What follows belongs to an exercise in optimizing a design on an open flow for small area, a short achievable clock period and few clock cycles; a production flow would make more cautious choices. Function was checked by simulation only, so behaviour that the tests miss may differ from the original. The clock port is modelled as an ideal driver; clocking choices that lean on that would not hold on a real chip. Power figures rest on the tool's default switching activity, not on a simulated workload.

## soc_top
module soc_top (
    input  logic                        clk,
    input  logic                        rst_n,
    input  logic [64:0]                 bus,
    input  logic [7:0]                  gpi1,
    input  logic [7:0]                  gpi2,
    input  logic [7:0]                  switches,
    output logic [soc_pkg::DATA_W-1:0]  rdata,
    output logic [soc_pkg::DATA_W-1:0]  gpo1,
    output logic [soc_pkg::DATA_W-1:0]  gpo2,
    output logic [7:0]                  seg,
    output logic [7:0]                  an
);
export LEC_CHECK = 0
export CAP_MARGIN = 20
export CORE_MARGIN = 2
export CORE_UTILIZATION = 40
export PLACE_DENSITY = 0.6
export SLEW_MARGIN = 20
export SYNTH_HIERARCHICAL = 1
export SYNTH_MINIMUM_KEEP_SIZE = 0
create_clock -name core_clock -period 9.0 [get_ports {clk}]
run.sh (not shown) runs the stock make flow with config.mk's settings and CLKGATE_MAP_FILE= SYNTH_SCRIPT=/design/flow/synth_recipe.tcl, a recipe that flattens the netlist after the stock synthesis.
The starting point finished but fails on negative setup slack.
Testbench counts at the start, summed over its fixed seeds: cycles 3,077.
==> next run, changes <==
--- a/flow/config.mk
+++ b/flow/config.mk
@@ -11,2 +11,3 @@
 export PLACE_DENSITY = 0.6
+export SETUP_SLACK_MARGIN = 3
 export SLEW_MARGIN = 20
The changed run finished with timing, DRC and antenna clean.
Sequential power hardly moves.
Hold slack improves by 7.7 ps.
Synthesized cell count is unchanged.
Maximum frequency came out higher by 28%.
Setup slack improves by 1900 ps.
Die area does not change.
Count of clock-buffer cells in the layout rose by 11.

== run 1 ==
soc_top, a different RTL version from the one above (not shown whole).
For scale: about 200 I/O pins, about 0.079 mm² of cells after synthesis.
Settings: LEC_CHECK=0, CAP_MARGIN=40, CORE_MARGIN=2, CORE_UTILIZATION=65, CTS_CLUSTER_DIAMETER=100, CTS_CLUSTER_SIZE=25, PLACE_DENSITY=0.76, SETUP_SLACK_MARGIN=4, SLEW_MARGIN=40, SYNTH_HIERARCHICAL=1, SYNTH_MINIMUM_KEEP_SIZE=0; clock period 9.0 ns.
standard.sh (not shown) runs the stock make flow with config.mk's settings and CLKGATE_MAP_FILE= SYNTH_SCRIPT=/design/flow/synth_recipe.tcl, a recipe that flattens the netlist after the stock synthesis.
==> flow/flow/run.sh <==
#!/bin/bash
# The standard layout, with four changes to how it is made:
#  - synthesis may not pick the larger a22oi sizes, so the RAM read cells
#    start small (the resizer may still upsize them later);
#  - the ports get small, fast buffers (buf_2) instead of delay cells;
#  - the clock tree has no dummy loads and larger sink clusters;
#  - after clock tree synthesis and again after global routing, gates on
#    the worst setup path are upsized one at a time where that improves
#    the path (flow/sizer.tcl, called from flow/post_cts.tcl and
#    flow/post_grt.tcl).
# Each step's full output goes to its own log file here.
set -e
PLATFORM_DONT_USE="sky130_fd_sc_hd__probe_p_8 sky130_fd_sc_hd__probec_p_8 sky130_fd_sc_hd__lpflow_bleeder_1 sky130_fd_sc_hd__lpflow_clkbufkapwr_1 sky130_fd_sc_hd__lpflow_clkbufkapwr_16 sky130_fd_sc_hd__lpflow_clkbufkapwr_2 sky130_fd_sc_hd__lpflow_clkbufkapwr_4 sky130_fd_sc_hd__lpflow_clkbufkapwr_8 sky130_fd_sc_hd__lpflow_clkinvkapwr_1 sky130_fd_sc_hd__lpflow_clkinvkapwr_16 sky130_fd_sc_hd__lpflow_clkinvkapwr_2 sky130_fd_sc_hd__lpflow_clkinvkapwr_4 sky130_fd_sc_hd__lpflow_clkinvkapwr_8 sky130_fd_sc_hd__lpflow_decapkapwr_12 sky130_fd_sc_hd__lpflow_decapkapwr_3 sky130_fd_sc_hd__lpflow_decapkapwr_4 sky130_fd_sc_hd__lpflow_decapkapwr_6 sky130_fd_sc_hd__lpflow_decapkapwr_8 sky130_fd_sc_hd__lpflow_inputiso0n_1 sky130_fd_sc_hd__lpflow_inputiso0p_1 sky130_fd_sc_hd__lpflow_inputiso1n_1 sky130_fd_sc_hd__lpflow_inputiso1p_1 sky130_fd_sc_hd__lpflow_inputisolatch_1 sky130_fd_sc_hd__lpflow_isobufsrc_1 sky130_fd_sc_hd__lpflow_isobufsrc_16 sky130_fd_sc_hd__lpflow_isobufsrc_2 sky130_fd_sc_hd__lpflow_isobufsrc_4 sky130_fd_sc_hd__lpflow_isobufsrc_8 sky130_fd_sc_hd__lpflow_isobufsrckapwr_16 sky130_fd_sc_hd__lpflow_lsbuf_lh_hl_isowell_tap_1 sky130_fd_sc_hd__lpflow_lsbuf_lh_hl_isowell_tap_2 sky130_fd_sc_hd__lpflow_lsbuf_lh_hl_isowell_tap_4 sky130_fd_sc_hd__lpflow_lsbuf_lh_isowell_4 sky130_fd_sc_hd__lpflow_lsbuf_lh_isowell_tap_1 sky130_fd_sc_hd__lpflow_lsbuf_lh_isowell_tap_2 sky130_fd_sc_hd__lpflow_lsbuf_lh_isowell_tap_4 "
bash standard.sh DONT_USE_CELLS="$PLATFORM_DONT_USE sky130_fd_sc_hd__a22oi_2 sky130_fd_sc_hd__a22oi_4" synth > synth.log 2>&1
bash standard.sh \
    BUFFER_PORTS_ARGS="-buffer_cell sky130_fd_sc_hd__buf_2" \
    CTS_ARGS="-sink_clustering_enable -repair_clock_nets -dont_use_dummy_load -sink_clustering_size 25 -sink_clustering_max_diameter 100" \
    POST_CTS_TCL="$PWD/flow/post_cts.tcl" \
    POST_GLOBAL_ROUTE_TCL="$PWD/flow/post_grt.tcl" \
    finish > layout.log 2>&1
==> flow/flow/post_grt.tcl <==
# POST_GLOBAL_ROUTE_TCL hook: size up again with global-route parasitics,
# legalize, reroute the changed nets and rewrite the route guides
source [file join [file dirname [info script]] sizer.tcl]
log_cmd global_route -start_incremental
puts "sizer: start, wns [sizer_wns -global_routing]"
sizer_run 40 -global_routing
log_cmd detailed_placement
check_placement -verbose
log_cmd global_route -end_incremental
log_cmd estimate_parasitics -global_routing
puts "sizer: after reroute, wns [sta::worst_slack -max]"
write_guides $::env(RESULTS_DIR)/route.guide
Other scripts of this flow, unchanged in this note and not shown: flow/flow/post_cts.tcl, flow/flow/sizer.tcl
Testbench counts of run 1, summed over its fixed seeds: cycles 3,077.
For run 2, these inputs were changed with respect to run 1:
-- flow/config.mk --
<<< run 1, line 10
export CORE_UTILIZATION = 65
>>> run 2, line 10
export CORE_UTILIZATION = 60
<<< run 1, line 13
export PLACE_DENSITY = 0.76
>>> run 2, line 13
export PLACE_DENSITY = 0.72
Findings:
Run 2 gives more combinational power than run 1 did. Measured against each other, run 1 and run 2 differ in core utilization, the lower figure coming from run 2. Run 1 ended up with rdata[3] as its end point of the critical path; run 2 ended up with rdata[2]. Taking run 1 as the reference point, the register fraction of the total cell area of run 2 falls by 0.50 points. Run 2 -> run 1: flip-flop and latch count delta 0, exact match.
Here is what was changed in the inputs of run 3 compared with run 2.
-- flow/flow/post_grt.tcl --
<<< run 2, line 6
sizer_run 40 -global_routing
>>> run 3, line 6
sizer_run 80 -global_routing
-- flow/config.mk --
<<< run 2, line 10
export CORE_UTILIZATION = 60
>>> run 3, line 10
export CORE_UTILIZATION = 65
<<< run 2, line 13
export PLACE_DENSITY = 0.72
>>> run 3, line 13
export PLACE_DENSITY = 0.76
### Flow results
- Run 3 ended up with bus[36] as its launching instance or port of the critical path; run 2 ended up with bus[34].
- Max freq run 2 -> run 3: degraded
- Diff run 2 -> run 3: power shows a reduction of 0.34%; final hold slack lost 0.0088 ns; via count of the first global-routing pass has increased.
- Between run 2 and run 3, final area decreased.
- Insertion delay of the later-clocked pin in the worst-skew pair essentially unchanged between run 3 and run 2.
- Relative to run 2, HPWL after detailed placement increased by about 1.7% in run 3.

[re-timing with driven ports]
In the flow no input, the clock included, has a driving cell. The finished layouts below were timed again as built, in two steps.
Step 1 sets driving cells, clkbuf_16 on the clock port and buf_2 on the other inputs (assumed; they add their load-dependent delay and slew).
Step 2 also shifts input and output timing later by t, the mid clock arrival at the registers, as if the neighbouring blocks saw the same clock.
a / b / c = ideal ports / drivers / drivers and shift; a / b = the first two.
run	t, ns	slack for setup (ns)	worst hold slack (ns)
the first run of note 1	0.951	-0.007 / -0.037 / -0.037	0.444 / 0.444 / 0.444
the second run of note 1	0.948	1.937 / 1.787 / 1.787	0.452 / 0.452 / 0.452
run 1	0.815	2.907 / 2.700 / 2.700	0.446 / 0.446 / 0.446
run 2	0.823	2.927 / 2.655 / 2.655	0.455 / 0.455 / 0.455
run 3	0.815	2.907 / 2.700 / 2.700	0.446 / 0.446 / 0.446
The setup slack of run 2, which loses most, moves by -0.272 ns with the drivers and by -0.272 ns with both steps.
